Context: an optimization exercise on an open-source flow, tuned for small area and few clock cycles per item. The choices shown serve that exercise and are no tape-out recipe.
Only simulation tests tie the RTL to the original design; equivalence was not proved.
Power figures rest on the tool's default switching activity, not on a simulated workload.

## core_top
module core_top (
  input  wire logic                 clk_i,
  input  wire logic                 rst_i,
  input  wire core_pkg::xlen_t      boot_addr_i,
  input  wire logic                 fetch_enable_i,
  output logic                      instr_req_o,
  output core_pkg::xlen_t           instr_addr_o,
  input  wire logic                 instr_gnt_i,
  input  wire logic                 instr_rvalid_i,
  input  wire core_pkg::instr_t     instr_rdata_i,
  output logic                      rf_we_wb_o,
  output core_pkg::reg_addr_t       rf_waddr_wb_o,
  output core_pkg::xlen_t           rf_wdata_wb_o,
  output logic                      core_busy_o
);
For scale: ~4300 cells after synthesis.
clock: 4.5 ns
lec_check: 0
cap_margin: 5
core_margin: 2
core_utilization: 55
slew_margin: 5
synth_hierarchical: 1
synth_minimum_keep_size: 0
standard.sh (not shown) runs the stock make flow with config.mk's settings and CLKGATE_MAP_FILE= SYNTH_SCRIPT=/design/flow/synth_recipe.tcl, a recipe that flattens the netlist after the stock synthesis.
==> flow/flow/run.sh <==
#!/bin/bash
# The standard layout (standard.sh, with the standard synthesis), with two
# changes to how it is made:
#  - clock tree: clkbuf_16 buffers over clusters of at most 28 sinks, and no
#    dummy loads;
#  - ports buffered with buf_2 cells.
# make's full output goes to make.log here; each ORFS step also keeps its
# own log under orfs/logs/.
set -euo pipefail
bash standard.sh \
  "CTS_ARGS=-sink_clustering_enable -repair_clock_nets -dont_use_dummy_load -buf_list sky130_fd_sc_hd__clkbuf_16 -sink_clustering_size 28 -sink_clustering_max_diameter 100" \
  "BUFFER_PORTS_ARGS=-buffer_cell sky130_fd_sc_hd__buf_2" \
  finish > make.log 2>&1
Testbench counts at the start, summed over its fixed seeds: cycles 2,080, items 2,048.
Edit:
--- a/flow/flow/run.sh
+++ b/flow/flow/run.sh
@@ -4 +4 @@
-#  - clock tree: clkbuf_16 buffers over clusters of at most 28 sinks, and no
+#  - clock tree: clkbuf_16 buffers over clusters of at most 24 sinks, and no
@@ -11 +11 @@
-  "CTS_ARGS=-sink_clustering_enable -repair_clock_nets -dont_use_dummy_load -buf_list sky130_fd_sc_hd__clkbuf_16 -sink_clustering_size 28 -sink_clustering_max_diameter 100" \
+  "CTS_ARGS=-sink_clustering_enable -repair_clock_nets -dont_use_dummy_load -buf_list sky130_fd_sc_hd__clkbuf_16 -sink_clustering_size 24 -sink_clustering_max_diameter 80" \
- CAP_MARGIN: 5 -> 10
- CORE_UTILIZATION: 55 -> 62
- SLEW_MARGIN: 5 -> 10
=> Wire length is lower by 3.6%. Non-clock buffer count falls by 6. Cell count came out lower by 2.0%. Design area is about the same. Worst setup slack improved by 0.16 ns. Sequential share of layout area shrinks by 0.10 points. Via count climbs by 0.95%. Die area is lower by 11%. Clock power went up by 4.4%.
Edit:
==> flow/flow/run.sh (replaced) <==
#!/bin/bash
# The standard layout (standard.sh, with the standard synthesis), with three
# changes to how it is made:
#  - clock tree: clkbuf_8 buffers over clusters of at most 16 sinks, and no
#    dummy loads;
#  - ports buffered with buf_2 cells;
#  - after global-route timing repair, cells on paths with positive slack
#    are downsized (ORFS's RECOVER_POWER).
# make's full output goes to make.log here; each ORFS step also keeps its
# own log under orfs/logs/.
set -euo pipefail
bash standard.sh \
  "CTS_ARGS=-sink_clustering_enable -repair_clock_nets -dont_use_dummy_load -buf_list sky130_fd_sc_hd__clkbuf_8 -sink_clustering_size 16 -sink_clustering_max_diameter 50" \
  "BUFFER_PORTS_ARGS=-buffer_cell sky130_fd_sc_hd__buf_2" \
  RECOVER_POWER=100 \
  finish > make.log 2>&1
- CORE_UTILIZATION: 62 -> 55
After rerunning: Now the flow ran to the end with violations: max-capacitance violations, max-slew violations, negative setup slack. Power rises by 1.2%. Hold slack got worse by 0.14 ns. Setup slack degrades by 0.31 ns. Area after synthesis stays the same. Routed wire length increases by 4.1%. Critical path depth is lower by 9. Clock skew goes up by 0.037 ns. Global-route usage fell by 4.0 points. Fmax is lower by 6.8%. Register-to-register slack loses 0.31 ns. Sequential share of layout area is higher by 0.19 points.
Edit:
==> flow/flow/run.sh (replaced) <==
#!/bin/bash
# The standard layout (standard.sh, with the standard synthesis), with two
# changes to how it is made:
#  - clock tree: clkbuf_16 buffers over clusters of at most 26 sinks, and no
#    dummy loads;
#  - ports buffered with buf_2 cells.
# make's full output goes to make.log here; each ORFS step also keeps its
# own log under orfs/logs/.
set -euo pipefail
bash standard.sh \
  "CTS_ARGS=-sink_clustering_enable -repair_clock_nets -dont_use_dummy_load -buf_list sky130_fd_sc_hd__clkbuf_16 -sink_clustering_size 26 -sink_clustering_max_diameter 110" \
  "BUFFER_PORTS_ARGS=-buffer_cell sky130_fd_sc_hd__buf_2" \
  finish > make.log 2>&1
Result: Now the flow ran to the end with no violations; synthesized cell count is unchanged; first-iteration DRC count increases by a few percent; final cell count decreases slightly; power is lower slightly; via count decreases slightly; combinational power is about the same; global-route usage decreases by 0.34 points; critical path depth goes up by 9; non-clock buffer count stays the same; wire length came out lower slightly; die area stays the same.

---

Another version of the RTL of core_top (not shown whole).
Size: ~4300 cells after synthesis, roughly 140 I/O pins.
==> flow/design.v (excerpt) <==
module core_top (
  input  wire logic                 clk_i,
  input  wire logic                 rst_i,
  input  wire core_pkg::xlen_t      boot_addr_i,
  input  wire logic                 fetch_enable_i,
  output logic                      instr_req_o,
  output core_pkg::xlen_t           instr_addr_o,
  input  wire logic                 instr_gnt_i,
  input  wire logic                 instr_rvalid_i,
  input  wire core_pkg::instr_t     instr_rdata_i,
  output logic                      rf_we_wb_o,
  output core_pkg::reg_addr_t       rf_waddr_wb_o,
  output core_pkg::xlen_t           rf_wdata_wb_o,
  output logic                      core_busy_o
);
clock: 4.5 ns
lec_check: 0
cap_margin: 20
core_margin: 2
core_utilization: 55
slew_margin: 20
synth_hierarchical: 1
synth_minimum_keep_size: 0
==> flow/flow/run.sh <==
#!/bin/bash
# The standard layout (standard.sh, with the standard synthesis), with two
# changes to how it is made:
#  - clock tree: clkbuf_16 buffers over clusters of at most 28 sinks, and no
#    dummy loads;
#  - ports buffered with buf_2 cells.
# make's full output goes to make.log here; each ORFS step also keeps its
# own log under orfs/logs/.
set -euo pipefail
bash standard.sh \
  "CTS_ARGS=-sink_clustering_enable -repair_clock_nets -dont_use_dummy_load -buf_list sky130_fd_sc_hd__clkbuf_16 -sink_clustering_size 28 -sink_clustering_max_diameter 100" \
  "BUFFER_PORTS_ARGS=-buffer_cell sky130_fd_sc_hd__buf_2" \
  finish > make.log 2>&1
Testbench counts at the start, summed over its fixed seeds: cycles 2,080, items 2,048.
Next try:
--- a/flow/config.mk
+++ b/flow/config.mk
@@ -6,8 +6,9 @@
 export NUM_CORES = 4
 export LEC_CHECK = 0
-export CAP_MARGIN = 20
+export CAP_MARGIN = 10
 export CORE_MARGIN = 2
 export CORE_UTILIZATION = 55
-export SLEW_MARGIN = 20
+export GPL_ROUTABILITY_DRIVEN = 0
+export SLEW_MARGIN = 10
 export SYNTH_HIERARCHICAL = 1
 export SYNTH_MINIMUM_KEEP_SIZE = 0
Clock skew came out lower by 0.023 ns.
Non-clock buffer count came out higher by 3.
Cell area barely changes.
Clock-buffer cell count stays the same.
Routed wire length stays flat.
Register-to-register slack improved by 0.16 ns.
Global-route usage barely changes.
Utilization hardly moves.
Via count barely changes.
Worst setup slack improved by 0.16 ns.

==> separate check: timing with driven ports <==
The results above use ideal ports. As a check the final layouts listed here were re-extracted and re-timed, cells and wires unchanged.
Step 1 assumes that a clkbuf_16 drives the clock port and a buf_2 every other input.
Step 2 adds t to the input delays and takes it off the output delays; t is the mean of the earliest and latest rising clock arrival at the registers after step 1. Input paths then give back, and output paths get back, about the clock's delay inside the block.
Slacks: ideal / step 1 / step 2; pairs: ideal / step 1.
run | shift t [ns] | setup slack, ns | clock arrival spread, ns | slew at the worst register clock pin (ns) | worst data-port slew with drivers (ns)
the first run of note 1 | 0.707 | 0.115 / 0.115 / -0.081 | 0.078 / 0.078 | 0.12 / 0.12 | 0.16
the second run of note 1 | 0.724 | 0.275 / 0.275 / -0.133 | 0.076 / 0.076 | 0.11 / 0.11 | 0.11
the third run of note 1 | 0.874 | -0.032 / -0.032 / -0.577 | 0.115 / 0.114 | 0.11 / 0.11 | 0.16
the fourth run of note 1 | 0.732 | 0.122 / 0.122 / -0.130 | 0.118 / 0.119 | 0.11 / 0.11 | 0.15
the first run of note 2 | 0.686 | 0.227 / 0.227 / -0.088 | 0.103 / 0.103 | 0.12 / 0.12 | 0.10
the second run of note 2 | 0.713 | 0.385 / 0.385 / -0.115 | 0.077 / 0.078 | 0.12 / 0.12 | 0.09
Met with ideal ports but missed after step 2: setup timing in 5 of these runs. For the third run of note 1, which loses most, drivers alone change the setup slack by 0.000 ns; drivers and shift together by -0.545 ns.
